Context: an optimization exercise on an open-source flow, tuned for small area and a short achievable clock period. The choices shown serve that exercise and are no tape-out recipe. Where RTL was checked, it was by simulation tests only, not by an equivalence proof against the original. The RTL of run 1 was laid out without a check of its function. No driver is modelled on the clock port, so clocking that relies on it looks cheaper here than on a real chip.

--- flow/standard.sh ---
#!/bin/bash
# synth_recipe.tcl (not shown) runs the flow's synth.tcl, then flattens the netlist and writes it again
# the make line also repeats each setting of config.mk as NAME=value (left out here)
make -C /OpenROAD-flow-scripts/flow DESIGN_CONFIG=/design/flow/config.mk WORK_HOME=/design/flow/orfs CLKGATE_MAP_FILE= SYNTH_SCRIPT=/design/flow/synth_recipe.tcl "${@:-finish}"
--- flow/flow/run.sh ---
#!/bin/bash
# The standard ORFS layout, with the smallest buffer on the ports and a clock tree
# without dummy loads.
set -euo pipefail
bash standard.sh \
  BUFFER_PORTS_ARGS="-buffer_cell sky130_fd_sc_hd__buf_1" \
  CTS_ARGS="-sink_clustering_enable -repair_clock_nets -dont_use_dummy_load" \
  finish > standard_flow.log 2>&1
--- flow/design.v ---
module mdu_ctrl (
  input  logic        clk,
  input  logic        reset,
  input  logic [3:0]  op,
  input  logic        valid,
  input  logic        flush,
  input  logic [31:0] A,
  input  logic [31:0] B,
  output logic        start,
  output logic        busy,
  output logic [31:0] out,
  output logic [31:0] HI,
  output logic [31:0] LO
);
  localparam int W = 35;
  logic        busy_q;
  logic [3:0]  cnt_q;       
  logic        md_q;        
  logic        sg_q;        
  logic        nr_q;        
  logic        qp_q;        
  logic [31:0] hi_q, lo_q;
  logic [31:0] m_q;         
  logic [35:0] q_q;         
  logic [W-1:0] r_q;        
  wire is_mul = (op == 4'd1) | (op == 4'd2);
  wire is_div = (op == 4'd3) | (op == 4'd4);
  wire is_sg  = (op == 4'd1) | (op == 4'd3);
  wire accept = valid & ~flush & ~busy_q;
  assign start = accept & (is_mul | is_div);
  assign busy  = busy_q;
  assign HI    = hi_q;
  assign LO    = lo_q;
  always_comb begin
    out = 32'd0;
    if (op == 4'd7)      out = hi_q;
    else if (op == 4'd8) out = lo_q;
  end
  logic first, mfix, dstep, dfix;
  wire  c4   = mfix;
  wire  c9   = dfix;
  wire  last = mfix | dfix;
  wire sd    = sg_q & m_q[31];             
  wire nq    = md_q & (sd ^ nr_q);         
  wire dz    = (m_q == 32'd0);
  wire [W-1:0] mx = {{(W-32){sd}}, m_q};
  logic       tsel [4];
  logic       r0u, r0l;
  logic       one [4], two [4], bneg [4];
  logic       dbit [4];
  logic       inv0;
  logic [W-1:0] s [4];
  always_comb begin
    for (int i = 0; i < 4; i++) begin
      one[i] = 1'b0; two[i] = 1'b0; bneg[i] = 1'b0; dbit[i] = 1'b0;
      tsel[i] = 1'b0;
    end
    r0u = 1'b0; r0l = 1'b0; inv0 = 1'b0;
    if (~md_q) begin
      if (~c4) begin
        for (int i = 0; i < 4; i++) begin
          logic x0, x1, x2;
          x0 = (i == 0) ? qp_q : q_q[2*i-1];
          x1 = q_q[2*i];
          x2 = q_q[2*i+1];
          one[i]  = x1 ^ x0;
          two[i]  = (x2 & ~x1 & ~x0) | (~x2 & x1 & x0);
          bneg[i] = x2;
          tsel[i] = 1'b1;
        end
        tsel[0] = ~first;
      end else begin
        tsel[0] = 1'b1; one[0] = ~sg_q & qp_q;
        tsel[3] = 1'b1;
      end
    end else begin
      if (~c9) begin
        for (int i = 0; i < 4; i++) begin
          dbit[i] = q_q[35-i];
          one[i]  = 1'b1;
        end
        r0l = ~first;
      end else begin
        r0u = 1'b1; inv0 = nr_q;
        two[1] = r_q[32]; bneg[1] = r_q[32] & (sd ^ nr_q);
        tsel[3] = 1'b1;
      end
    end
  end
  logic sprev [4];
  assign sprev[0] = first ? 1'b0 : r_q[32];
  assign sprev[1] = s[0][32];
  assign sprev[2] = s[1][32];
  assign sprev[3] = s[2][32];
  genvar gi, gj;
  generate
    for (gi = 0; gi < 4; gi++) begin : g_row
      logic [W-1:0] prev, ain, xv;
      logic [W:0]   cy;
      logic         neg, ivt;
      if (gi == 0) begin : g_p0
        assign prev = r_q;
      end else begin : g_pn
        assign prev = s[gi-1];
      end
      assign neg = dstep ? ~(sprev[gi] ^ sd) : bneg[gi];
      assign ivt = (gi == 0) ? inv0 : 1'b0;
      for (gj = 0; gj < W; gj++) begin : g_bit
        wire t_in = prev[(gj + 2 < W) ? gj + 2 : W-1];
        wire l_in = (gj == 0) ? dbit[gi] : prev[(gj > 0) ? gj-1 : 0];
        wire a0;
        if (gi == 0) begin : g_r0
          assign a0 = r0u ? prev[gj] : tsel[0] ? t_in : (r0l | (gj == 0)) ? l_in : 1'b0;
        end else begin : g_rn
          assign a0 = tsel[gi] ? t_in : l_in;
        end
        assign ain[gj] = a0 ^ ivt;
        if (gj == 0) begin : g_x0
          assign xv[gj] = (one[gi] & mx[gj]) ^ neg;
        end else begin : g_xn
          assign xv[gj] = ((one[gi] & mx[gj]) | (two[gi] & mx[gj-1])) ^ neg;
        end
        assign s[gi][gj]  = ain[gj] ^ xv[gj] ^ cy[gj];
        assign cy[gj+1]   = (ain[gj] & xv[gj]) | (cy[gj] & (ain[gj] ^ xv[gj]));
      end
      assign cy[0] = neg | ivt;
    end
  endgenerate
  wire        a_n    = (op == 4'd3) & A[31];
  wire [31:0] ng_in  = busy_q ? q_q[31:0] : A;
  wire        ng_en  = busy_q ? nq : a_n;
  wire [31:0] ng_out = ng_en ? (~ng_in + 32'd1) : ng_in;
  wire [31:0] a_abs  = ng_out;
  wire [31:0] res_lo = ng_out;
  always_ff @(posedge clk) begin
    first <= ~busy_q;
    mfix  <= busy_q ? (~md_q & (cnt_q == 4'd3)) : 1'b0;
    dfix  <= busy_q ? ( md_q & (cnt_q == 4'd8)) : 1'b0;
    dstep <= busy_q ? ( md_q & (cnt_q != 4'd8) & (cnt_q != 4'd9)) : is_div;
    r_q <= s[3];
    if (~busy_q) begin
      cnt_q <= 4'd0;
      md_q  <= is_div;
      sg_q  <= is_sg;
      nr_q  <= a_n;
      qp_q  <= 1'b0;
      m_q   <= B;
      q_q   <= {4'd0, a_abs};
    end else begin
      cnt_q <= cnt_q + 4'd1;
      qp_q  <= q_q[7];
      q_q[35:32] <= q_q[31:28];
      if (~md_q)
        q_q[31:0] <= {s[3][1:0], s[2][1:0], s[1][1:0], s[0][1:0], q_q[31:8]};
      else
        q_q[31:0] <= {q_q[27:0], ~s[0][32], ~s[1][32], ~s[2][32], ~s[3][32]};
    end
  end
  wire wr_hi  = accept & (op == 4'd5);
  wire wr_lo  = accept & (op == 4'd6);
  wire commit = busy_q & last & ~(md_q & dz);
  wire [31:0] hi_d = ({32{wr_hi}} & A) | ({32{commit}} & s[3][31:0]) | ({32{~wr_hi & ~commit}} & hi_q);
  wire [31:0] lo_d = (wr_lo | commit) ? res_lo : lo_q;
  always_ff @(posedge clk or negedge reset) begin
    if (!reset) begin
      busy_q <= 1'b0;
      hi_q   <= 32'd0;
      lo_q   <= 32'd0;
    end else begin
      busy_q <= busy_q ? ~last : start;
      hi_q   <= hi_d;
      lo_q   <= lo_d;
    end
  end
endmodule
--- flow/constraint.sdc ---
create_clock -name core_clock -period 150.0 [get_ports {clk}]
set_input_delay 30.0000 -clock core_clock [delete_from_list [all_inputs] [get_ports {clk}]]
set_output_delay 30.0000 -clock core_clock [all_outputs]
set_load 0.01 [all_outputs]
--- flow/config.mk ---
export PLATFORM = sky130hd
export DESIGN_NAME = mdu_ctrl
export DESIGN_NICKNAME = mdu_ctrl
export VERILOG_FILES = /design/flow/design.v
export SDC_FILE = /design/flow/constraint.sdc
export NUM_CORES = 4
export LEC_CHECK = 0
export CAP_MARGIN = 20
export CORE_MARGIN = 2
export CORE_UTILIZATION = 65
export SLEW_MARGIN = 20
==> summary.txt, run 1 <==
========================================================================================
Outcome ................................................................... complete, no violations
Fraction of registers with async set or reset after synthesis .............        0.361
Final setup violation count ...............................................            0
Total detailed-routing wirelength .........................................     48600 um
Die ar. ...................................................................    25300 um2
Post-layout utilization of the core .......................................        0.715
Clock tree from TritonCTS .................................................         done
Clock transition at the registers of the reported paths ...................      0.08 ns
Hold slack ................................................................     0.480 ns
Detailed-router iteration count before antenna repair .....................            6
Starting density of the core ..............................................        0.664
Kind of critical path .....................................................       in2out
Top fanout value on the critical path .....................................           32
Post-synthesis area per instance ..........................................     9.18 um2
Post-route design area ....................................................    16800 um2
Final estimated routing congestion in global placement ....................        0.955
Via count of the first global-routing pass ................................        12934
Post-route fraction of the period consumed by the critical path ...........        0.409
Width of the die ..........................................................       159 um
Detail-routed net length per standard cell ................................      23.3 um
Mapped cell area ..........................................................    15600 um2
TritonCTS sink count ......................................................          180
Grt ovf ...................................................................            0
Count of flip-flops with a built-in enable after synthesis ................           35
Worst Hold Depth ..........................................................            1
Number of fill cells ......................................................         1889
CTS buffer count ..........................................................           17
Predominant post-synthesis flop cell ...................................... sky130_fd_sc_hd__dfxtp_1
Worst rel slew slack ......................................................        0.256
Number of antenna cells inserted ..........................................            0
Chip Height ...............................................................       159 um
Cell area after placement .................................................    16400 um2
Combinational family with the most area after synthesis ................... compound AO/OA/AOI/OAI gates
Maximum number of pins on one net before global-route repair ..............           89
Smallest setup slack after layout .........................................     88.65 ns
Share of the synthesized netlist area taken by xor and xnor gates .........        0.134
RR Endpoint ...............................................................      r_q[34]
Placed Cells incl. Taps ...................................................         2063
Slew Viols, Final .........................................................            0
R2R Setup Slk .............................................................     90.17 ns
Share of synthesized cell area in and, or, nand and nor gates .............        0.126
Io pins ...................................................................          170
CTS HTree Levels ..........................................................            4
Final instance count without filler cells .................................         2080
Quantity of gates resized following cts ...................................            0
Number of cells traversed by the worst register-to-register path ..........          164
Total half-perimeter wirelength after legalization and detailed placement .     34600 um
Number of buffers on the longest clock path ...............................            2
Yosys cell types ..........................................................           64
Via density per instance ..................................................         6.55
Post-layout nets ..........................................................         1972
Clock network latency to the later pin of the worst-skew pair .............      0.45 ns
Wire length of the first global-routing pass ..............................     75800 um
RSZ-0062 raised after global routing ......................................           no
Most area-hungry cell type in the Yosys netlist ........................... sky130_fd_sc_hd__fa_1
Hold-fix buffers at CTS ...................................................            0
Crit path launch type ..................................................... primary input
Part of the Yosys area used for sequential elements .......................        0.274
Peak clock frequency supported by timing ..................................   0.0163 GHz
Clock root buffer ......................................................... sky130_fd_sc_hd__clkbuf_16
Endpoint kind of the worst setup timing path ..............................   output pin
Synthesized Nets ..........................................................         1913
Number of warnings issued by yosys ........................................            8
Hold Violations, Final ....................................................            0
Reg-to-Reg Start ..........................................................         md_q
Main area contributors after synthesis .................................... sky130_fd_sc_hd__fa_1 (17%), sky130_fd_sc_hd__dfrtp_1 (10%), sky130_fd_sc_hd__dfxtp_1 (10%), sky130_fd_sc_hd__a22oi_1 (7.6%), sky130_fd_sc_hd__xnor2_1 (7.6%)
Crit path required time ...................................................    120.00 ns
Drt drc ...................................................................            0
Buffers inserted during post-CTS setup optimization .......................            0
Hold path endpoint ........................................................     cnt_q[0]
Number of violations reported at the end of detailed-routing iteration 0 ..         1681
Synthesis-stage register bit count ........................................          180
Pre-CTS worst setup slack .................................................     88.72 ns
Share of the synthesized area in the top cell type ........................        0.170
Number of nets still failing antenna checks after routing .................            0
Core outline area .........................................................    23500 um2
Tmin final ................................................................     61.35 ns
Class of the most critical hold timing path ...............................      reg2reg
Transition at the pin with the smallest max-transition slack ..............      1.11 ns
Area growth syn-to-layout .................................................        7.63%
Count of max-cap constraint violations ....................................            0
IO buf count ..............................................................          169
Hold_sp ...................................................................     cnt_q[0]
Data arrival time of the critical path ....................................     31.35 ns
Share of cells above drive strength 1 .....................................       0.0579
Setup Total Neg Slack .....................................................         0 ns
Adder-cell area share of the yosys netlist ................................        0.173
Multiplexer area fraction after synthesis .................................       0.0542
Compound-cell area share of the yosys netlist .............................        0.192
Number of antenna violations at the first check in global routing .........            0
Overall Global Routing Usage ..............................................        0.384
Fin Clk Skew ..............................................................    0.0360 ns
Syn Inst Count ............................................................         1704
Row cnt ...................................................................           56
Total via count after detailed routing ....................................        13634
========================================================================================
per-layer routing:
layer / GRT usage / vias up / share of wire
met3: 0.0680 / 112 / 0.11
met5: 0 / - / 0
met2: 0.570 / 816 / 0.44
met4: 0.135 / 0 / 0.038
met1: 0.569 / 6668 / 0.42
li1: - / 6038 / -
worst max-delay path, cell delays in order:
cell and delay [ns]:
sky130_fd_sc_hd__buf_1 0.29, sky130_fd_sc_hd__nand2_1 0.15, sky130_fd_sc_hd__nor3b_2 0.17, sky130_fd_sc_hd__buf_4 0.36
sky130_fd_sc_hd__a22o_1 0.20, sky130_fd_sc_hd__buf_1 0.15
placed cells by master (no fill, tap or decap), types with 35 or more instances in the layout:
cell type,n
sky130_fd_sc_hd__a21oi_1,51
sky130_fd_sc_hd__a22oi_1,159
sky130_fd_sc_hd__nand2_1,291
sky130_fd_sc_hd__dfrtp_1,64
sky130_fd_sc_hd__xnor2_1,135
sky130_fd_sc_hd__edfxtp_1,35
sky130_fd_sc_hd__mux2i_1,61
sky130_fd_sc_hd__dfxtp_1,80
sky130_fd_sc_hd__o21ai_0,99
sky130_fd_sc_hd__fa_1,133
sky130_fd_sc_hd__buf_1,168
sky130_fd_sc_hd__nor2_1,47
sky130_fd_sc_hd__xor2_1,93
kinds of logic (layout without fill, tap and decap cells):
logic type	after synthesis	count (layout)
AND/OR/NAND/NOR	450	450
AO/OA/AOI/OAI	434	434
XOR/XNOR	232	232
buffers and inverters	189	246
flip-flops	180	180
adder cells (fa/ha/maj)	137	137
multiplexers	82	82
synthesized netlist by cell type, types with 4 or more instances:
| master | instances |
|---|---|
| sky130_fd_sc_hd__nor2_1 | 53 |
| sky130_fd_sc_hd__o21a_1 | 9 |
| sky130_fd_sc_hd__fa_1 | 133 |
| sky130_fd_sc_hd__dfxtp_1 | 80 |
| sky130_fd_sc_hd__o31ai_1 | 4 |
| sky130_fd_sc_hd__nand3_1 | 13 |
| sky130_fd_sc_hd__a21o_1 | 5 |
| sky130_fd_sc_hd__buf_1 | 39 |
| sky130_fd_sc_hd__dfrtp_1 | 65 |
| sky130_fd_sc_hd__a22o_1 | 33 |
| sky130_fd_sc_hd__a31oi_1 | 4 |
| sky130_fd_sc_hd__nor4_1 | 8 |
| sky130_fd_sc_hd__edfxtp_1 | 35 |
| sky130_fd_sc_hd__and2_1 | 15 |
| sky130_fd_sc_hd__a221oi_1 | 5 |
| sky130_fd_sc_hd__ha_1 | 4 |
| sky130_fd_sc_hd__o21ai_1 | 8 |
| sky130_fd_sc_hd__nand2_1 | 291 |
| sky130_fd_sc_hd__a21oi_1 | 55 |
| sky130_fd_sc_hd__mux2_2 | 21 |
| sky130_fd_sc_hd__or3_1 | 7 |
| sky130_fd_sc_hd__nor3_1 | 14 |
| sky130_fd_sc_hd__xor2_1 | 93 |
| sky130_fd_sc_hd__buf_2 | 12 |
| sky130_fd_sc_hd__o21ai_0 | 99 |
| sky130_fd_sc_hd__inv_1 | 26 |
| sky130_fd_sc_hd__and3_1 | 4 |
| sky130_fd_sc_hd__a22oi_1 | 159 |
| sky130_fd_sc_hd__nor2b_1 | 5 |
| sky130_fd_sc_hd__mux2i_1 | 61 |
| sky130_fd_sc_hd__clkbuf_1 | 108 |
| sky130_fd_sc_hd__nor4b_1 | 5 |
| sky130_fd_sc_hd__a221o_1 | 27 |
| sky130_fd_sc_hd__nor3b_1 | 12 |
| sky130_fd_sc_hd__nand2b_1 | 7 |
| sky130_fd_sc_hd__xnor2_1 | 135 |
layout make-up:
| cell class | instances | area (um2) | share of cell area |
|---|---|---|---|
| clock buffers | 17 | 425 | 0.0253 |
| well taps | 319 | 399 | 0.0237 |
| repair buffers | 202 | 883 | 0.0525 |
| multi-input cells | 1335 | 10700 | 0.638 |
| flip-flops and latches | 180 | 4280 | 0.255 |
| inverters | 27 | 101 | 0.00602 |
flip-flops by register name, summed over array words and instances (netlist names):
name,flops
dstep,1
md_q,1
cnt_q,4
mfix,1
first,1
dfix,1
r_q,35
sg_q,1
qp_q,1
nr_q,1
hi_q,32
m_q,32
q_q,36
busy_q,1
lo_q,32
how the worst max path moves through the flow:
stage	start	endpoint	slack (ns)	cells after the start
3_3_place_gp	op[1]	out[13]	88.80	6
4_1_cts	op[1]	out[28]	88.72	6
6_report	op[1]	out[24]	88.65	6
5_1_grt	md_q	r_q[34]	88.02	164
3_5_place_dp	op[1]	out[28]	88.72	6
2_1_floorplan	op[2]	out[0]	88.92	3
==> inputs of run 2 (changes only) <==
--- a/flow/design.v
+++ b/flow/design.v
@@ -37,8 +37,11 @@
     else if (op == 4'd8) out = lo_q;
   end
-  logic first, mfix, dstep, dfix;
-  wire  c4   = mfix;
-  wire  c9   = dfix;
-  wire  last = mfix | dfix;
+  wire first = (cnt_q == 4'h1);
+  wire c4    = (cnt_q == 4'h3);
+  wire c9    = (cnt_q == 4'hb);
+  wire mfix  = ~md_q & c4;                 
+  wire dfix  =  md_q & c9;                 
+  wire last  = md_q ? c9 : c4;
+  wire dstep =  md_q & ~c9;
   wire sd    = sg_q & m_q[31];             
   wire nq    = md_q & (sd ^ nr_q);         
@@ -134,11 +137,7 @@
   wire [31:0] res_lo = ng_out;
   always_ff @(posedge clk) begin
-    first <= ~busy_q;
-    mfix  <= busy_q ? (~md_q & (cnt_q == 4'd3)) : 1'b0;
-    dfix  <= busy_q ? ( md_q & (cnt_q == 4'd8)) : 1'b0;
-    dstep <= busy_q ? ( md_q & (cnt_q != 4'd8) & (cnt_q != 4'd9)) : is_div;
     r_q <= s[3];
     if (~busy_q) begin
-      cnt_q <= 4'd0;
+      cnt_q <= 4'h1;
       md_q  <= is_div;
       sg_q  <= is_sg;
@@ -148,5 +147,5 @@
       q_q   <= {4'd0, a_abs};
     end else begin
-      cnt_q <= cnt_q + 4'd1;
+      cnt_q <= {cnt_q[2:0], cnt_q[3] ^ cnt_q[2]};
       qp_q  <= q_q[7];
       q_q[35:32] <= q_q[31:28];
==> flow/flow/run.sh (replaced) <==
#!/bin/bash
# The standard ORFS layout, with the smallest buffer on the ports, a clock tree
# without dummy loads, and the clock tree's leaf buffers downsized after CTS
# (flow/cts_downsize.tcl) while flip-flop clock-pin slews stay under 100 ps.
set -euo pipefail
here=$(pwd)
bash standard.sh \
  BUFFER_PORTS_ARGS="-buffer_cell sky130_fd_sc_hd__buf_1" \
  CTS_ARGS="-sink_clustering_enable -repair_clock_nets -dont_use_dummy_load" \
  POST_CTS_TCL="$here/flow/cts_downsize.tcl" \
  finish > standard_flow.log 2>&1
==> flow/flow/cts_downsize.tcl (new file) <==
set my_slew_cap_ns 0.100

proc my_clk_pin_slew_max {} {
  set worst 0.0
  foreach pin [all_registers -clock_pins] {
    foreach edge {rise fall} {
      foreach an {min max} {
        set s [get_property $pin slew_${an}_$edge]
        if {$s > $worst} { set worst $s }
      }
    }
  }
  return $worst
}

estimate_parasitics -placement
puts "clock downsize: clock pin slew before [my_clk_pin_slew_max] ns"
foreach inst [[ord::get_db_block] getInsts] {
  if {[[$inst getMaster] getName] ne "sky130_fd_sc_hd__clkbuf_16"} { continue }
  set name [$inst getName]
  set onet [[$inst findITerm X] getNet]
  set inet [[$inst findITerm A] getNet]
  if {$onet eq "NULL" || $inet eq "NULL"} { continue }
  if {[$onet getSigType] ne "CLOCK"} { continue }
  # keep the root buffer, the one the clock port drives
  if {[llength [$inet getBTerms]] > 0} { continue }
  foreach cand {sky130_fd_sc_hd__clkbuf_4 sky130_fd_sc_hd__clkbuf_8} {
    replace_cell [get_cells $name] $cand
    estimate_parasitics -placement
    if {[my_clk_pin_slew_max] <= $my_slew_cap_ns} {
      puts "clock downsize: $name -> $cand"
      break
    }
    replace_cell [get_cells $name] sky130_fd_sc_hd__clkbuf_16
    estimate_parasitics -placement
  }
}
puts "clock downsize: clock pin slew after [my_clk_pin_slew_max] ns"
--- a/flow/config.mk
+++ b/flow/config.mk
@@ -9,3 +9,5 @@
 export CORE_MARGIN = 2
 export CORE_UTILIZATION = 65
+export GPL_ROUTABILITY_DRIVEN = 0
+export GPL_TIMING_DRIVEN = 0
 export SLEW_MARGIN = 20
==> run 2 against run 1 <==
Critical path depth unchanged. Sequential share of layout area decreased by 0.41 points. Die area decreased by 1.5%. Core utilization increased by 0.40 points.
==> summary.txt, run 2 <==
========================================================================================
Die ar. ...................................................................    24900 um2
Total half-perimeter wirelength after legalization and detailed placement .     41700 um
Mapped cell area ..........................................................    15400 um2
Predominant post-synthesis flop cell ...................................... sky130_fd_sc_hd__dfxtp_1
Count of flip-flops with a built-in enable after synthesis ................           35
Detailed-router iteration count before antenna repair .....................           12
Top fanout value on the critical path .....................................           10
Placed Cells incl. Taps ...................................................         2146
Number of cells traversed by the worst register-to-register path ..........          164
Clock tree from TritonCTS .................................................         done
Share of the synthesized area in the top cell type ........................        0.173
Flip-flop count of the largest register, all copies and words added .......           36
Yosys cell types ..........................................................           70
Register with the most flip-flops .........................................          q_q
Chip Height ...............................................................       158 um
Tmin final ................................................................     61.91 ns
Synthesized Nets ..........................................................         1863
Post-layout nets ..........................................................         2054
Row cnt ...................................................................           56
Area growth syn-to-layout .................................................        8.98%
Met2 Usage GRT ............................................................        0.602
Total via count after detailed routing ....................................        14419
Number of fill cells ......................................................         1928
Most area-hungry cell type in the Yosys netlist ........................... sky130_fd_sc_hd__fa_1
Core outline area .........................................................    23300 um2
Class of the most critical hold timing path ...............................      reg2reg
Worst rel slew slack ......................................................        0.301
Launch point of the worst path ............................................        op[1]
Number of antenna violations at the first check in global routing .........            1
IO buf count ..............................................................          168
Main area contributors after synthesis .................................... sky130_fd_sc_hd__fa_1 (17%), sky130_fd_sc_hd__dfrtp_1 (11%), sky130_fd_sc_hd__dfxtp_1 (9.9%), sky130_fd_sc_hd__a22oi_1 (7.7%), sky130_fd_sc_hd__xor2_1 (7.3%)
Detail-routed net length per standard cell ................................      25.2 um
Routing usage on met3 .....................................................        0.133
Post-route fraction of the period consumed by the critical path ...........        0.413
Wire length of the first global-routing pass ..............................     80700 um
Syn Inst Count ............................................................         1655
Maximum number of pins on one net before global-route repair ..............           34
Commonest non-fill, non-tap cells in the layout ........................... sky130_fd_sc_hd__nand2_1 (293), sky130_fd_sc_hd__buf_1 (213), sky130_fd_sc_hd__a22oi_1 (157), sky130_fd_sc_hd__fa_1 (133), sky130_fd_sc_hd__xor2_1 (128)
Drt drc ...................................................................            0
Clock network latency to the later pin of the worst-skew pair .............      0.43 ns
Via count of the first global-routing pass ................................        13542
Starting density of the core ..............................................        0.659
Fin Clk Skew ..............................................................    0.0405 ns
Hold_sp ...................................................................     cnt_q[2]
Grt ovf ...................................................................            0
Slew Viols, Final .........................................................            0
Reg-to-Reg Start ..........................................................         md_q
Top flop regs ............................................................. q_q (36), r_q (35)
Transition at the pin with the smallest max-transition slack ..............      1.05 ns
Peak clock frequency supported by timing ..................................   0.0162 GHz
Number of nets still failing antenna checks after routing .................            0
Post-synthesis area per instance ..........................................     9.30 um2
Crit path required time ...................................................    120.00 ns
Number of antenna cells inserted ..........................................            0
Final instance count without filler cells .................................         2163
Fraction of registers with async set or reset after synthesis .............        0.369
Most common cell after layout, fill and taps aside ........................ sky130_fd_sc_hd__nand2_1
Most numerous cell in the Yosys netlist ................................... sky130_fd_sc_hd__nand2_1
Setup Total Neg Slack .....................................................         0 ns
RSZ-0062 raised after global routing ......................................           no
Number of warnings issued by yosys ........................................            8
Endpoint kind of the worst setup timing path ..............................   output pin
Clock transition at the registers of the reported paths ...................      0.07 ns
Part of the Yosys area used for sequential elements .......................        0.273
Hold Violations, Final ....................................................            0
R2R Setup Slk .............................................................     88.30 ns
Overall Global Routing Usage ..............................................        0.439
RR Endpoint ...............................................................      r_q[34]
Number of violations reported at the end of detailed-routing iteration 0 ..         2143
Commonest cells in the synthesized netlist ................................ sky130_fd_sc_hd__nand2_1 (293), sky130_fd_sc_hd__a22oi_1 (157), sky130_fd_sc_hd__fa_1 (133), sky130_fd_sc_hd__xor2_1 (128), sky130_fd_sc_hd__clkbuf_1 (90)
Via density per instance ..................................................         6.67
Crit path launch type ..................................................... primary input
TritonCTS sink count ......................................................          176
Outcome ................................................................... complete, no violations
Data arrival time of the critical path ....................................     31.91 ns
Kind of critical path .....................................................       in2out
Final setup violation count ...............................................            0
Io pins ...................................................................          170
Worst Hold Depth ..........................................................            2
Met1 GRT Util .............................................................        0.624
Width of the die ..........................................................       158 um
Hold path endpoint ........................................................     cnt_q[3]
Layer with the highest usage ..............................................         met1
Share of cells above drive strength 1 .....................................       0.0499
Count of max-cap constraint violations ....................................            0
Synthesis-stage register bit count ........................................          176
Total detailed-routing wirelength .........................................     54500 um
========================================================================================
[run 2: metal layers]
layer	routed length [um]	vias to the layer above
li1	-	6143
met1	21300	6856
met2	22200	1197
met3	7650	223
met4	3360	0
met5	0	-
[run 2: how the worst max path moves through the flow]
stage                   end  depth (start not counted)  slack, ns
global placement     out[0]                          5      87.56
finish               out[6]                          6      88.09
global route        r_q[34]                        167      86.89
detailed placement   out[6]                          6      88.24
floorplan            out[0]                          4      88.75
[run 2: cell type report]
class,instances,area (um2),share of cell area
Buffer,157,644,0.0384
Tap cell,319,399,0.0238
Clock buffer,17,267,0.0159
Multi-Input combinational cell,1298,10500,0.624
Inverter,24,90.1,0.00537
Sequential cell,176,4200,0.250
Timing Repair Buffer,172,699,0.0417
[run 2: cell families after synthesis]
kind of cell | share of synthesized area
mux | 0.0709
flops | 0.273
simple gates | 0.125
compound gates | 0.181
xor+xnor | 0.126
buf+inv | 0.0476
fa+ha+maj | 0.175
[run 2: critical path: stages]
cell	delay (ns)
sky130_fd_sc_hd__buf_1	0.24
sky130_fd_sc_hd__nand2_1	0.13
sky130_fd_sc_hd__nor3b_2	0.70
sky130_fd_sc_hd__clkbuf_1	0.46
sky130_fd_sc_hd__a22o_1	0.23
sky130_fd_sc_hd__buf_1	0.15
[run 2: metrics by stage]
step	area [um2]	hold WS (ns)	setup WS, ns	utilization
finish	16800	0.476	88.09	0.719
global route	16800	0.508	86.89	0.719
detailed placement	16500	0.471	88.24	0.707
global placement	16400	0.455	87.56	0.704
floorplan	15400	0.438	88.75	-
==> inputs of run 3 (changes only) <==
--- a/flow/config.mk
+++ b/flow/config.mk
@@ -9,5 +9,3 @@
 export CORE_MARGIN = 2
 export CORE_UTILIZATION = 65
-export GPL_ROUTABILITY_DRIVEN = 0
-export GPL_TIMING_DRIVEN = 0
 export SLEW_MARGIN = 20
==> run 3 against run 2 <==
Still clean on timing, DRC and antenna. Register-to-register slack gained 2.1 ns. Flip-flop and latch count is the same. Count of clock-buffer cells in the layout is the same. Fmax grew 1.0%.
==> summary.txt, run 3 <==
========================================================================================
Outcome ................................................................... complete, no violations
Setup Total Neg Slack .....................................................         0 ns
Critical Path Max Stage Delay .............................................      0.36 ns
Maximum number of pins on one net before global-route repair ..............           66
Chip Height ...............................................................       158 um
RSZ-0062 raised after global routing ......................................           no
Final instance count without filler cells .................................         2035
Compound-cell area share of the yosys netlist .............................        0.181
Combinational family with the most area after synthesis ................... compound AO/OA/AOI/OAI gates
Kind of critical path .....................................................       in2out
Share of the synthesized area in the top cell type ........................        0.173
Most numerous cell in the Yosys netlist ................................... sky130_fd_sc_hd__nand2_1
Count of flip-flops with a built-in enable after synthesis ................           35
Slew Viols, Final .........................................................            0
IO buf count ..............................................................          169
Post-synthesis area per instance ..........................................     9.30 um2
Synthesis-stage register bit count ........................................          176
Final setup violation count ...............................................            0
Dominant cell type by count on the critical path .......................... sky130_fd_sc_hd__buf_1
Clock network latency to the later pin of the worst-skew pair .............      0.40 ns
Most common cell after layout, fill and taps aside ........................ sky130_fd_sc_hd__nand2_1
Crit path launch type ..................................................... primary input
Share of cells above drive strength 1 .....................................       0.0671
Post-route fraction of the period consumed by the critical path ...........        0.408
Core outline area .........................................................    23300 um2
Peak clock frequency supported by timing ..................................   0.0163 GHz
Width of the die ..........................................................       158 um
Number of antenna violations at the first check in global routing .........            2
Fin Clk Skew ..............................................................    0.0293 ns
Grt ovf ...................................................................            0
Main area contributors after synthesis .................................... sky130_fd_sc_hd__fa_1 (17%), sky130_fd_sc_hd__dfrtp_1 (11%), sky130_fd_sc_hd__dfxtp_1 (9.9%), sky130_fd_sc_hd__a22oi_1 (7.7%), sky130_fd_sc_hd__xor2_1 (7.3%)
Area growth syn-to-layout .................................................        6.33%
Endpoint kind of the worst setup timing path ..............................   output pin
Placed Cells incl. Taps ...................................................         2017
Mapped cell area ..........................................................    15400 um2
Part of the Yosys area used for sequential elements .......................        0.273
Number of violations reported at the end of detailed-routing iteration 0 ..         1726
Fraction of registers with async set or reset after synthesis .............        0.369
Crit path required time ...................................................    120.00 ns
Commonest non-fill, non-tap cells in the layout ........................... sky130_fd_sc_hd__nand2_1 (293), sky130_fd_sc_hd__buf_1 (168), sky130_fd_sc_hd__a22oi_1 (156), sky130_fd_sc_hd__fa_1 (133), sky130_fd_sc_hd__xor2_1 (128)
Slowest library cell on the worst path .................................... sky130_fd_sc_hd__buf_4
Drt drc ...................................................................            0
Ordered cell list for the critical path ................................... buf_1 -> nand2_1 -> nor3b_2 -> buf_4 -> a22o_1 -> buf_1
Clock tree from TritonCTS .................................................         done
Clock transition at the registers of the reported paths ...................      0.08 ns
Hold slack ................................................................     0.473 ns
TritonCTS sink count ......................................................          176
Post-layout utilization of the core .......................................        0.701
Via density per instance ..................................................         6.57
Total half-perimeter wirelength after legalization and detailed placement .     33500 um
Die ar. ...................................................................    24900 um2
Worst rel slew slack ......................................................        0.277
Row cnt ...................................................................           56
Top fanout value on the critical path .....................................           32
Total detailed-routing wirelength .........................................     46500 um
Synthesized Nets ..........................................................         1863
Transition at the pin with the smallest max-transition slack ..............      1.08 ns
Io pins ...................................................................          170
Post-layout nets ..........................................................         1925
Data arrival time of the critical path ....................................     31.27 ns
Register with the most flip-flops .........................................          q_q
Post-route design area ....................................................    16400 um2
Detailed-router iteration count before antenna repair .....................            8
Overall Global Routing Usage ..............................................        0.380
Count of max-cap constraint violations ....................................            0
Class of the most critical hold timing path ...............................      reg2reg
Adder-cell area share of the yosys netlist ................................        0.175
Flip-flop count of the largest register, all copies and words added .......           36
Predominant post-synthesis flop cell ...................................... sky130_fd_sc_hd__dfxtp_1
Hold Violations, Final ....................................................            0
Total via count after detailed routing ....................................        13364
FF+latch area .............................................................     4200 um2
Top flop regs ............................................................. q_q (36), r_q (35)
Wire length of the first global-routing pass ..............................     71400 um
Pre-CTS worst setup slack .................................................     88.78 ns
Syn Inst Count ............................................................         1655
Commonest cells in the synthesized netlist ................................ sky130_fd_sc_hd__nand2_1 (293), sky130_fd_sc_hd__a22oi_1 (157), sky130_fd_sc_hd__fa_1 (133), sky130_fd_sc_hd__xor2_1 (128), sky130_fd_sc_hd__clkbuf_1 (90)
Cell area after placement .................................................    16100 um2
Smallest setup slack after layout .........................................     88.73 ns
Via count of the first global-routing pass ................................        12361
Share of the synthesized netlist area taken by xor and xnor gates .........        0.126
Yosys cell types ..........................................................           70
Number of nets still failing antenna checks after routing .................            0
Detail-routed net length per standard cell ................................      22.8 um
Area of the multi-input gates .............................................    10500 um2
Most area-hungry cell type in the Yosys netlist ........................... sky130_fd_sc_hd__fa_1
Multiplexer area fraction after synthesis .................................       0.0709
Share of synthesized cell area in and, or, nand and nor gates .............        0.125
Tmin final ................................................................     61.27 ns
Number of fill cells ......................................................         1912
Starting density of the core ..............................................        0.659
Final estimated routing congestion in global placement ....................        0.972
Number of warnings issued by yosys ........................................            8
========================================================================================
==> run 3: final cells by class <==
cell class	count	share of cell area
tap	319	0.0244
antenna	1	0.000153
timing repair buffer	200	0.0531
sequential	176	0.257
multi-input combinational	1298	0.645
clock buffer	17	0.0152
inverter	24	0.00551
==> run 3: critical path: cells and delay by family <==
kind / cells / cell delay [ns]
buffers and inverters: 3 / 0.74
AND/OR/NAND/NOR: 2 / 0.29
AO/OA/AOI/OAI: 1 / 0.21
==> run 3: routing by layer <==
layer / vias up / global-route usage / wire, um
met5: - / 0 / 0
met4: 0 / 0.153 / 1900
met3: 112 / 0.0764 / 4750
met2: 833 / 0.558 / 20300
met1: 6527 / 0.551 / 19500
li1: 5892 / - / -
==> run 3: logic make-up after synthesis <==
kind of cell | count (synthesis)
and+or+nand+nor | 440
AOI/OAI and AO/OA | 400
DFF | 176
buffers and inverters | 181
adders and majority gates | 136
xor gates and xnor gates | 217
muxes | 105
==> run 3: worst paths after layout <==
kind,from,end,slack (ns),cells after the start
hold reg to reg,cnt_q[2],cnt_q[3],0.47,2
max in group asynchronous,reset,busy_q,119.58,2
setup / recovery,op[1],out[27],88.73,6
hold / removal,cnt_q[2],cnt_q[3],0.47,2
min in group asynchronous,reset,lo_q[13],29.78,2
setup reg to reg,md_q,r_q[34],90.42,167
==> inputs of run 4 (changes only) <==
==> flow/flow/run.sh (replaced) <==
#!/bin/bash
# The standard ORFS layout with these changes:
#  - synthesis is the standard flow's own script, except that ABC maps the logic with an area-oriented
#    script (flow/abc_amap.script, written by flow/synth_patch.py); registers are unchanged;
#  - the ports get the smallest buffer;
#  - the clock tree uses no dummy loads, and its leaf buffers are downsized after CTS
#    (flow/cts_downsize.tcl) while flip-flop clock-pin slews stay under 100 ps;
#  - timing repair after CTS aims for 88.8 ns of setup slack (a 61.2 ns period) instead of 0.
set -euo pipefail
here=$(pwd)
python3 flow/synth_patch.py > synth_patch.log 2>&1
bash standard.sh \
  SYNTH_SCRIPT="$here/synth_recipe_amap.tcl" \
  BUFFER_PORTS_ARGS="-buffer_cell sky130_fd_sc_hd__buf_1" \
  CTS_ARGS="-sink_clustering_enable -repair_clock_nets -dont_use_dummy_load" \
  POST_CTS_TCL="$here/flow/cts_downsize.tcl" \
  SETUP_SLACK_MARGIN=88.8 \
  finish > standard_flow.log 2>&1
==> flow/flow/abc_amap.script (new file) <==
strash
dch
amap
topo
stime -c
buffer -c
upsize -c
dnsize -c
==> flow/flow/synth_patch.py (new file) <==
"""Writes this flow's synthesis scripts into the work folder: bench's synth_recipe.tcl with ORFS's
synth.tcl replaced by a copy whose only change is that ABC's technology mapping runs
flow/abc_amap.script (area-oriented mapping) instead of ORFS's delay-oriented script.
Registers are not touched by that ABC call, so they come out as in the standard synthesis."""
import os, sys

work = os.getcwd()
flow_home = os.environ["FLOW_HOME"]
abc_script = os.path.join(work, "flow", "abc_amap.script")

src = open(os.path.join(flow_home, "scripts", "synth.tcl")).read()
anchor = "source $::env(SCRIPTS_DIR)/synth_preamble.tcl\n"
if src.count(anchor) != 1:
    sys.exit("synth.tcl: preamble line not found")
src = src.replace(
    anchor,
    anchor + "set abc_args [lreplace $abc_args 1 1 {%s}]\nputs \"abc args: $abc_args\"\n" % abc_script,
)
open(os.path.join(work, "synth_amap.tcl"), "w").write(src)

bench = open(os.path.join(work, "synth_recipe.tcl")).read()
line = "source $::env(SCRIPTS_DIR)/synth.tcl\n"
if bench.count(line) != 1:
    sys.exit("synth_recipe.tcl: synth.tcl line not found")
bench = bench.replace(line, "source {%s}\n" % os.path.join(work, "synth_amap.tcl"))
open(os.path.join(work, "synth_recipe_amap.tcl"), "w").write(bench)
==> run 4 against run 3 <==
Wire length is 1.3% higher. Synthesized cell count up 4.7%. Flip-flop and latch count stayed put. Count of clock-buffer cells in the layout is the same. Register-to-register slack better by 0.12 ns. Critical path depth stayed put. Cell count up 3.3%. Critical path type unchanged.
==> summary.txt, run 4 <==
========================================================================================
Grt ovf ...................................................................            0
Via count of the first global-routing pass ................................        13420
Number of violations reported at the end of detailed-routing iteration 0 ..         2069
Via density per instance ..................................................         6.82
Detailed-router iteration count before antenna repair .....................            9
Kind of critical path .....................................................       in2out
IO buf count ..............................................................          169
Chip Height ...............................................................       153 um
Register with the most flip-flops .........................................          q_q
Area growth syn-to-layout .................................................        8.04%
Endpoint kind of the worst setup timing path ..............................   output pin
Crit path launch type ..................................................... primary input
Yosys cell types ..........................................................           57
Starting density of the core ..............................................        0.660
Slowest library cell on the worst path .................................... sky130_fd_sc_hd__nor2_1
Final estimated routing congestion in global placement ....................        0.950
Synthesized Nets ..........................................................         1941
Commonest cells in the synthesized netlist ................................ sky130_fd_sc_hd__o22ai_1 (281), sky130_fd_sc_hd__nor2_1 (183), sky130_fd_sc_hd__inv_1 (160), sky130_fd_sc_hd__a21oi_1 (146), sky130_fd_sc_hd__fa_1 (133)
Post-layout nets ..........................................................         2033
Fin Clk Skew ..............................................................    0.0391 ns
Slew Viols, Final .........................................................            0
Total via count after detailed routing ....................................        14344
Mapped cell area ..........................................................    14400 um2
Width of the die ..........................................................       153 um
Post-route fraction of the period consumed by the critical path ...........        0.407
Maximum number of pins on one net before global-route repair ..............           79
Post-synthesis area per instance ..........................................     8.29 um2
Hold Violations, Final ....................................................            0
Data arrival time of the critical path ....................................     31.02 ns
Kind of cell with the highest combined delay on the critical path ......... buffers and inverters
Count of max-cap constraint violations ....................................            0
Critical Path Max Stage Delay .............................................      0.21 ns
Class of the most critical hold timing path ...............................      reg2reg
Io pins ...................................................................          170
Tmin final ................................................................     61.02 ns
Detail-routed net length per standard cell ................................      22.4 um
Part of the Yosys area used for sequential elements .......................        0.292
Count of flip-flops with a built-in enable after synthesis ................           35
TritonCTS sink count ......................................................          176
Outcome ................................................................... complete, no violations
Number of cells traversed by the worst register-to-register path ..........          171
Hold path endpoint ........................................................     cnt_q[2]
Main area contributors after synthesis .................................... sky130_fd_sc_hd__fa_1 (19%), sky130_fd_sc_hd__o22ai_1 (12%), sky130_fd_sc_hd__dfrtp_1 (11%), sky130_fd_sc_hd__dfxtp_1 (11%), sky130_fd_sc_hd__edfxtp_1 (7.3%)
R2R Setup Slk .............................................................     90.54 ns
Most area-hungry cell type in the Yosys netlist ........................... sky130_fd_sc_hd__fa_1
Setup Total Neg Slack .....................................................         0 ns
Dominant cell type by count on the critical path .......................... sky130_fd_sc_hd__buf_1
Crit path required time ...................................................    120.00 ns
Most numerous cell in the Yosys netlist ................................... sky130_fd_sc_hd__o22ai_1
Reg-to-Reg Start ..........................................................         md_q
Syn Inst Count ............................................................         1733
RSZ-0062 raised after global routing ......................................          yes
Row cnt ...................................................................           54
Number of nets still failing antenna checks after routing .................            0
Hold slack ................................................................     0.473 ns
Ordered cell list for the critical path ................................... buf_1 -> nor2_1 -> nand3_1 -> buf_6 -> o22ai_1 -> buf_1
Fraction of registers with async set or reset after synthesis .............        0.369
Overall Global Routing Usage ..............................................        0.399
Clock transition at the registers of the reported paths ...................      0.08 ns
Share of the synthesized area in the top cell type ........................        0.185
Share of cells above drive strength 1 .....................................       0.0620
Worst Hold Depth ..........................................................            2
Clock tree from TritonCTS .................................................         done
Worst rel slew slack ......................................................        0.361
RR Endpoint ...............................................................       q_q[0]
Total detailed-routing wirelength .........................................     47100 um
Transition at the pin with the smallest max-transition slack ..............     0.946 ns
Number of antenna violations at the first check in global routing .........            0
Top fanout value on the critical path .....................................           32
Most common cell after layout, fill and taps aside ........................ sky130_fd_sc_hd__o22ai_1
Number of antenna cells inserted ..........................................            0
Wire length of the first global-routing pass ..............................     73400 um
Synthesis-stage register bit count ........................................          176
Top flop regs ............................................................. q_q (36), r_q (35)
Critical path buffer and inverter count ...................................            3
Peak clock frequency supported by timing ..................................   0.0164 GHz
Total half-perimeter wirelength after legalization and detailed placement .     33500 um
Core outline area .........................................................    21800 um2
Predominant post-synthesis flop cell ...................................... sky130_fd_sc_hd__dfxtp_1
Clock network latency to the later pin of the worst-skew pair .............      0.41 ns
Die ar. ...................................................................    23300 um2
Number of fill cells ......................................................         1793
Flip-flop count of the largest register, all copies and words added .......           36
Commonest non-fill, non-tap cells in the layout ........................... sky130_fd_sc_hd__o22ai_1 (280), sky130_fd_sc_hd__nor2_1 (181), sky130_fd_sc_hd__buf_1 (168), sky130_fd_sc_hd__inv_1 (158), sky130_fd_sc_hd__a21oi_1 (143)
Number of warnings issued by yosys ........................................            8
Final setup violation count ...............................................            0
Hold_sp ...................................................................     cnt_q[1]
Drt drc ...................................................................            0
========================================================================================
==> run 4: cell types whose count changed after synthesis, moves of 76 or more <==
cell / before / now
sky130_fd_sc_hd__xnor2_1: 86 / 3
sky130_fd_sc_hd__inv_1: 24 / 160
sky130_fd_sc_hd__o22ai_1: 4 / 281
sky130_fd_sc_hd__a21oi_1: 56 / 146
sky130_fd_sc_hd__nand2_1: 293 / 132
sky130_fd_sc_hd__nor2_1: 56 / 183
sky130_fd_sc_hd__xor2_1: 128 / 4
sky130_fd_sc_hd__mux2i_1: 76 / 0
sky130_fd_sc_hd__a22oi_1: 157 / 39
==> run 4: how the worst max path moves through the flow <==
stage	startpoint	endpoint	slack, ns	cells after the start
global placement	op[1]	out[29]	89.03	6
detailed placement	op[1]	out[6]	88.95	6
floorplan	op[1]	out[0]	89.26	4
finish	op[1]	out[14]	88.98	6
global route	md_q	q_q[0]	88.65	171
==> run 4: layout make-up <==
cell class              count  area (um2)  share of cell area
clock buffers              17         243              0.0156
inverters                 178         683              0.0440
multi-input cells        1241        9050               0.583
flip-flops and latches    176        4200               0.271
well taps                 280         350              0.0226
repair buffers            209         982              0.0633
repair inverters            2        10.0            0.000645
==> run 4: stage by stage <==
step | util | setup slack [ns] | cells | instance area, um2
floorplan | - | 89.26 | 1733 | 14400
global placement | 0.695 | 89.03 | 2076 | 15100
detailed placement | 0.695 | 88.95 | 2076 | 15100
global route | 0.713 | 88.65 | 2103 | 15500
finish | 0.713 | 88.98 | 2103 | 15500
==> run 4: kinds of logic (layout without fill, tap and decap cells) <==
family | count (synthesis) | count (layout) | synth area share
xor+xnor | 7 | 7 | 0.00427
simple gates | 362 | 362 | 0.105
buf+inv | 316 | 406 | 0.0844
flops | 176 | 176 | 0.292
fa+ha+maj | 136 | 136 | 0.188
compound gates | 736 | 736 | 0.326
==> run 4: per-layer routing <==
layer	part of all wire	up-vias	global-route usage
met5	0	-	0
met4	0.047	0	0.159
met3	0.14	150	0.101
met2	0.42	1048	0.578
met1	0.39	6669	0.578
li1	-	6477	-
==> run 4: tightest hold or removal path, stage by stage (launching register included) <==
cell,delay (ns)
sky130_fd_sc_hd__dfxtp_1,0.33
sky130_fd_sc_hd__inv_2,0.07
sky130_fd_sc_hd__nor2_1,0.04
==> inputs of run 5 (changes only) <==
==> flow/flow/abc_amap.script (replaced) <==
strash
dch
amap
strash
dch
amap
topo
stime -c
buffer -c
upsize -c
dnsize -c
==> run 5 against run 4 <==
First-iteration DRC count shrank 6.6%. Fmax shrank 0.24%. Synthesized cell count shrank 0.75%. Clock skew shrank 0.010 ns. Critical endpoint is now out[26].
==> summary.txt, run 5 <==
========================================================================================
Outcome ................................................................... complete, no violations
Crit path launch type ..................................................... primary input
Via count of the first global-routing pass ................................        13678
Mapped cell area ..........................................................    14200 um2
Tmin final ................................................................     61.17 ns
Final estimated routing congestion in global placement ....................        0.954
RSZ-0062 raised after global routing ......................................          yes
Multiplexer area fraction after synthesis .................................            0
Predominant post-synthesis flop cell ...................................... sky130_fd_sc_hd__dfxtp_1
Synthesis-stage register bit count ........................................          176
Slew Viols, Final .........................................................            0
Share of the synthesized area in the top cell type ........................        0.187
Area growth syn-to-layout .................................................        9.24%
Endpoint kind of the worst setup timing path ..............................   output pin
Total half-perimeter wirelength after legalization and detailed placement .     33900 um
Post-route fraction of the period consumed by the critical path ...........        0.408
Drt drc ...................................................................            0
Top flop regs ............................................................. q_q (36), r_q (35)
Crit path required time ...................................................    120.00 ns
Commonest non-fill, non-tap cells in the layout ........................... sky130_fd_sc_hd__o22ai_1 (272), sky130_fd_sc_hd__nor2_1 (160), sky130_fd_sc_hd__o21ai_0 (156), sky130_fd_sc_hd__buf_1 (151), sky130_fd_sc_hd__inv_1 (148)
Via density per instance ..................................................         6.94
Register with the most flip-flops .........................................          q_q
Detail-routed net length per standard cell ................................      23.0 um
Flip-flop count of the largest register, all copies and words added .......           36
Clock network latency to the later pin of the worst-skew pair .............      0.40 ns
Critical Path Max Stage Delay .............................................      0.44 ns
Transition at the pin with the smallest max-transition slack ..............      1.08 ns
Met2 Usage GRT ............................................................        0.654
Total via count after detailed routing ....................................        14520
Hold Violations, Final ....................................................            0
RR Endpoint ...............................................................       q_q[0]
Met1 GRT Util .............................................................        0.540
Yosys cell types ..........................................................           49
Count of flip-flops with a built-in enable after synthesis ................           35
Fraction of registers with async set or reset after synthesis .............        0.369
Cell area after placement .................................................    15000 um2
Worst rel slew slack ......................................................        0.277
Worst Hold Depth ..........................................................            2
Share of synthesized cell area in and, or, nand and nor gates .............        0.100
Synthesized Nets ..........................................................         1928
Class of the most critical hold timing path ...............................      reg2reg
Fin Clk Skew ..............................................................    0.0291 ns
Detailed-router iteration count before antenna repair .....................            7
Post-layout nets ..........................................................         2022
Number of violations reported at the end of detailed-routing iteration 0 ..         1932
Final setup violation count ...............................................            0
Top fanout value on the critical path .....................................            8
Hold_sp ...................................................................     cnt_q[0]
Maximum number of pins on one net before global-route repair ..............           80
Clock tree from TritonCTS .................................................         done
Most area-hungry cell type in the Yosys netlist ........................... sky130_fd_sc_hd__fa_1
Width of the die ..........................................................       152 um
Commonest cells in the synthesized netlist ................................ sky130_fd_sc_hd__o22ai_1 (281), sky130_fd_sc_hd__nor2_1 (164), sky130_fd_sc_hd__o21ai_0 (156), sky130_fd_sc_hd__inv_1 (150), sky130_fd_sc_hd__fa_1 (133)
Number of warnings issued by yosys ........................................            8
TritonCTS sink count ......................................................          176
Clock transition at the registers of the reported paths ...................      0.08 ns
Kind of critical path .....................................................       in2out
Syn Inst Count ............................................................         1720
Compound-cell area share of the yosys netlist .............................        0.332
Dominant cell type by count on the critical path .......................... sky130_fd_sc_hd__buf_2
Pre-CTS worst setup slack .................................................     88.37 ns
Post-route design area ....................................................    15500 um2
Grt ovf ...................................................................            0
Die ar. ...................................................................    23100 um2
Starting density of the core ..............................................        0.658
Overall Global Routing Usage ..............................................        0.406
Wire length of the first global-routing pass ..............................     74400 um
Smallest setup slack after layout .........................................     88.83 ns
Share of cells above drive strength 1 .....................................       0.0728
Count of max-cap constraint violations ....................................            0
Kind of cell with the highest combined delay on the critical path ......... simple AND/OR/NAND/NOR gates
Most common cell after layout, fill and taps aside ........................ sky130_fd_sc_hd__o22ai_1
Chip Height ...............................................................       152 um
Row cnt ...................................................................           54
Number of antenna violations at the first check in global routing .........            2
R2R Setup Slk .............................................................     90.68 ns
Slowest library cell on the worst path .................................... sky130_fd_sc_hd__or3_4
Layer with the highest usage ..............................................         met2
Part of the Yosys area used for sequential elements .......................        0.295
Ordered cell list for the critical path ................................... buf_2 -> nor2_4 -> inv_2 -> or3_4 -> o22ai_1 -> buf_2
Io pins ...................................................................          170
Number of cells traversed by the worst register-to-register path ..........          169
Data arrival time of the critical path ....................................     31.17 ns
Main area contributors after synthesis .................................... sky130_fd_sc_hd__fa_1 (19%), sky130_fd_sc_hd__o22ai_1 (12%), sky130_fd_sc_hd__dfrtp_1 (11%), sky130_fd_sc_hd__dfxtp_1 (11%), sky130_fd_sc_hd__edfxtp_1 (7.4%)
Hold slack ................................................................     0.461 ns
Routing usage on met3 .....................................................       0.0790
Share of the synthesized netlist area taken by xor and xnor gates .........      0.00246
Combinational family with the most area after synthesis ................... compound AO/OA/AOI/OAI gates
Total detailed-routing wirelength .........................................     48200 um
Peak clock frequency supported by timing ..................................   0.0163 GHz
Setup Total Neg Slack .....................................................         0 ns
IO buf count ..............................................................          169
Number of fill cells ......................................................         1744
Post-synthesis area per instance ..........................................     8.27 um2
Most numerous cell in the Yosys netlist ................................... sky130_fd_sc_hd__o22ai_1
Adder-cell area share of the yosys netlist ................................        0.190
Critical path buffer and inverter count ...................................            3
Core outline area .........................................................    21600 um2
Number of nets still failing antenna checks after routing .................            0
Reg-to-Reg Start ..........................................................         md_q
Hold path endpoint ........................................................     cnt_q[1]
========================================================================================
==> run 5: cell count changes in the layout (fill, tap and decap cells not counted), moves of 9 or more <==
| cell | before | now |
|---|---|---|
| sky130_fd_sc_hd__a21oi_1 | 143 | 128 |
| sky130_fd_sc_hd__nor2_1 | 181 | 160 |
| sky130_fd_sc_hd__a222oi_1 | 20 | 9 |
| sky130_fd_sc_hd__o221ai_1 | 15 | 5 |
| sky130_fd_sc_hd__a221oi_1 | 2 | 35 |
| sky130_fd_sc_hd__o21ai_0 | 121 | 156 |
| sky130_fd_sc_hd__buf_2 | 1 | 10 |
| sky130_fd_sc_hd__a32oi_1 | 10 | 0 |
| sky130_fd_sc_hd__inv_1 | 158 | 148 |
| sky130_fd_sc_hd__buf_1 | 168 | 151 |
==> run 5: tightest hold or removal path, delay by kind of cell, from the launching register on <==
| kind | cells | cell delay [ns] |
|---|---|---|
| and+or+nand+nor | 1 | 0.04 |
| DFF | 1 | 0.32 |
| buffers and inverters | 1 | 0.06 |
==> run 5: worst max-delay path by stage <==
stage / start / endpoint / slack (ns) / depth (start not counted)
2_1_floorplan: op[1] / out[0] / 88.96 / 6
3_3_place_gp: op[1] / out[14] / 88.48 / 6
3_5_place_dp: op[1] / out[20] / 88.37 / 6
5_1_grt: md_q / q_q[0] / 88.76 / 171
6_report: op[0] / out[26] / 88.83 / 6
==> run 5: cell families (layout without fill, tap and decap cells) <==
| family | after synthesis | in the layout |
|---|---|---|
| compound gates | 754 | 756 |
| simple gates | 345 | 348 |
| buf+inv | 305 | 392 |
| flops | 176 | 176 |
| fa+ha+maj | 136 | 136 |
| xor+xnor | 4 | 4 |
| other cells | 0 | 1 |
==> run 5: through the flow <==
stage	cells	util
after detailed placement	2063	0.695
final	2093	0.719
after global routing	2092	0.719
after global placement	2063	0.695
after floorplan	1720	-
==> run 5: metal layers <==
metal | part of all wire | vias to the layer above
met5 | 0 | -
met2 | 0.46 | 1053
met1 | 0.37 | 6804
li1 | - | 6453
met4 | 0.055 | 0
met3 | 0.12 | 210
==> run 5: cell type report <==
class                           count  area [um2]  area share
Multi-Input combinational cell   1244        9120       0.587
Clock buffer                       17         249      0.0160
Antenna cell                        1        2.50    0.000161
Tap cell                          280         350      0.0225
Timing Repair inverter              1        5.00    0.000322
Sequential cell                   176        4200       0.270
Inverter                          168         638      0.0411
Timing Repair Buffer              206         971      0.0625
==> inputs of run 6 (changes only) <==
--- a/flow/flow/run.sh
+++ b/flow/flow/run.sh
@@ -5,5 +5,5 @@
 #  - the ports get the smallest buffer;
 #  - the clock tree uses no dummy loads, and its leaf buffers are downsized after CTS
-#    (flow/cts_downsize.tcl) while flip-flop clock-pin slews stay under 100 ps;
+#    (flow/cts_downsize.tcl) while flip-flop clock-pin slews stay under 110 ps (placement estimate);
 #  - timing repair after CTS aims for 88.8 ns of setup slack (a 61.2 ns period) instead of 0.
 set -euo pipefail
--- a/flow/flow/cts_downsize.tcl
+++ b/flow/flow/cts_downsize.tcl
@@ -1,3 +1,3 @@
-set my_slew_cap_ns 0.100
+set my_slew_cap_ns 0.110
 
 proc my_clk_pin_slew_max {} {
==> run 6 against run 5 <==
Still clean. Largest cell class unchanged. Cell area down 0.14%. First-iteration DRC count shrank 1.8%. Die area unchanged.
==> summary.txt, run 6 <==
========================================================================================
Outcome ................................................................... complete, no violations
Top flop regs ............................................................. q_q (36), r_q (35)
Kind of critical path .....................................................       in2out
Top fanout value on the critical path .....................................            8
Width of the die ..........................................................       152 um
Overall Global Routing Usage ..............................................        0.406
Endpoint kind of the worst setup timing path ..............................   output pin
Fin Clk Skew ..............................................................    0.0366 ns
Post-route fraction of the period consumed by the critical path ...........        0.408
Fraction of registers with async set or reset after synthesis .............        0.369
Area growth syn-to-layout .................................................        9.09%
Synthesized Nets ..........................................................         1928
Clock transition at the registers of the reported paths ...................      0.09 ns
Crit path launch type ..................................................... primary input
Clock tree from TritonCTS .................................................         done
Part of the Yosys area used for sequential elements .......................        0.295
Synthesis-stage register bit count ........................................          176
Hold Violations, Final ....................................................            0
IO buf count ..............................................................          169
Worst Hold Depth ..........................................................            2
Total detailed-routing wirelength .........................................     48100 um
Transition at the pin with the smallest max-transition slack ..............      1.11 ns
Post-layout nets ..........................................................         2022
Grt ovf ...................................................................            0
Via density per instance ..................................................         6.93
Wire length of the first global-routing pass ..............................     74500 um
Core outline area .........................................................    21600 um2
Detail-routed net length per standard cell ................................      23.0 um
Peak clock frequency supported by timing ..................................   0.0163 GHz
Mapped cell area ..........................................................    14200 um2
Final setup violation count ...............................................            0
Drt drc ...................................................................            0
Most numerous cell in the Yosys netlist ................................... sky130_fd_sc_hd__o22ai_1
Starting density of the core ..............................................        0.658
Slew Viols, Final .........................................................            0
Crit path required time ...................................................    120.00 ns
Commonest cells in the synthesized netlist ................................ sky130_fd_sc_hd__o22ai_1 (281), sky130_fd_sc_hd__nor2_1 (164), sky130_fd_sc_hd__o21ai_0 (156), sky130_fd_sc_hd__inv_1 (150), sky130_fd_sc_hd__fa_1 (133)
Most common cell after layout, fill and taps aside ........................ sky130_fd_sc_hd__o22ai_1
Most area-hungry cell type in the Yosys netlist ........................... sky130_fd_sc_hd__fa_1
Class of the most critical hold timing path ...............................      reg2reg
RSZ-0062 raised after global routing ......................................          yes
Clock network latency to the later pin of the worst-skew pair .............      0.40 ns
Main area contributors after synthesis .................................... sky130_fd_sc_hd__fa_1 (19%), sky130_fd_sc_hd__o22ai_1 (12%), sky130_fd_sc_hd__dfrtp_1 (11%), sky130_fd_sc_hd__dfxtp_1 (11%), sky130_fd_sc_hd__edfxtp_1 (7.4%)
Data arrival time of the critical path ....................................     31.16 ns
TritonCTS sink count ......................................................          176
Yosys cell types ..........................................................           49
Via count of the first global-routing pass ................................        13657
Number of violations reported at the end of detailed-routing iteration 0 ..         1898
Detailed-router iteration count before antenna repair .....................            6
Final estimated routing congestion in global placement ....................        0.954
Count of max-cap constraint violations ....................................            0
Share of the synthesized area in the top cell type ........................        0.187
Number of warnings issued by yosys ........................................            8
Commonest non-fill, non-tap cells in the layout ........................... sky130_fd_sc_hd__o22ai_1 (272), sky130_fd_sc_hd__nor2_1 (160), sky130_fd_sc_hd__o21ai_0 (156), sky130_fd_sc_hd__buf_1 (151), sky130_fd_sc_hd__inv_1 (148)
Setup Total Neg Slack .....................................................         0 ns
Total half-perimeter wirelength after legalization and detailed placement .     33900 um
Total via count after detailed routing ....................................        14516
Number of antenna violations at the first check in global routing .........            3
Io pins ...................................................................          170
Count of flip-flops with a built-in enable after synthesis ................           35
Row cnt ...................................................................           54
Predominant post-synthesis flop cell ...................................... sky130_fd_sc_hd__dfxtp_1
Post-synthesis area per instance ..........................................     8.27 um2
Maximum number of pins on one net before global-route repair ..............           80
Tmin final ................................................................     61.16 ns
Flip-flop count of the largest register, all copies and words added .......           36
Syn Inst Count ............................................................         1720
Number of cells traversed by the worst register-to-register path ..........          169
Register with the most flip-flops .........................................          q_q
Number of nets still failing antenna checks after routing .................            0
Chip Height ...............................................................       152 um
Die ar. ...................................................................    23100 um2
Worst rel slew slack ......................................................        0.263
Share of cells above drive strength 1 .....................................       0.0728
========================================================================================
[run 6: path summary, 6_finish.rpt]
path | start | endpoint | slack (ns)
max | op[0] | out[30] | 88.84
min | q_q[29] | q_q[33] | 0.46
max reg2reg | md_q | q_q[0] | 90.65
min reg2reg | q_q[29] | q_q[33] | 0.46
max in group asynchronous | reset | hi_q[11] | 119.68
min in group asynchronous | reset | lo_q[0] | 29.75
[run 6: cell type report]
type / instances / area, um2
Fill cell: 1748 / 6100
Tap cell: 280 / 350
Antenna cell: 2 / 5.00
Clock buffer: 17 / 225
Multi-Input combinational cell: 1244 / 9120
Inverter: 168 / 638
Timing Repair Buffer: 206 / 971
Sequential cell: 176 / 4200
Timing Repair inverter: 1 / 5.00
[run 6: stage by stage]
| step | utilization | hold slack (ns) | instances | worst slack (ns) | instance area (um2) |
|---|---|---|---|---|---|
| global placement | 0.695 | 0.438 | 2063 | 88.48 | 15000 |
| detailed placement | 0.695 | 0.442 | 2063 | 88.37 | 15000 |
| finish | 0.718 | 0.458 | 2094 | 88.84 | 15500 |
| floorplan | - | 0.422 | 1720 | 88.96 | 14200 |
| global route | 0.717 | 0.486 | 2092 | 88.76 | 15500 |
[run 6: routing by layer]
layer  vias to the layer above  share of wire  GRT usage
met1                      6797           0.37      0.538
met2                      1067           0.46      0.655
met5                         -              0          0
met3                       199           0.12     0.0807
met4                         0          0.051      0.175
li1                       6453              -          -
[run 6: kinds of logic after synthesis]
group                    after synthesis  share of synthesized area
buffers and inverters                305                     0.0807
AND/OR/NAND/NOR                      345                      0.100
XOR/XNOR                               4                    0.00246
adder cells (fa/ha/maj)              136                      0.190
AO/OA/AOI/OAI                        754                      0.332
flip-flops                           176                      0.295
[run 6: critical path, stage by stage]
cell and delay (ns):
sky130_fd_sc_hd__buf_2 0.16, sky130_fd_sc_hd__nor2_4 0.14, sky130_fd_sc_hd__inv_2 0.09, sky130_fd_sc_hd__or3_4 0.45, sky130_fd_sc_hd__o22ai_1 0.14, sky130_fd_sc_hd__buf_1 0.17

[afterwards: timing with drivers on the ports]
The results above use ideal ports. As a check the final layouts listed here were re-extracted and re-timed, cells and wires unchanged.
Step 1: set_driving_cell puts a clkbuf_16 on clk and a buf_2 on each other input, an assumption about the parent block.
Step 2 moves the port delays by t, midway between the first and last clock arrival at a register: inputs arrive t later, outputs are due t later. That takes back most of the time a late clock gives input paths.
Slacks: ideal ports / drivers / drivers and shift; pairs: ideal ports / drivers.
| run | shift t [ns] | setup slack, ns | cell pins on the clock port's net |
|---|---|---|---|
| run 1 | 0.485 | 88.653 / 88.599 / 88.599 | 1 |
| run 2 | 0.458 | 88.094 / 88.068 / 88.068 | 1 |
| run 3 | 0.434 | 88.735 / 88.707 / 88.707 | 1 |
| run 4 | 0.439 | 88.983 / 88.962 / 88.962 | 1 |
| run 5 | 0.441 | 88.835 / 88.810 / 88.810 | 1 |
| run 6 | 0.437 | 88.837 / 88.819 / 88.819 | 1 |
After both steps setup and hold are still met in every run listed. The setup slack of run 1, which loses most, moves by -0.054 ns with the drivers and by -0.054 ns with both steps.
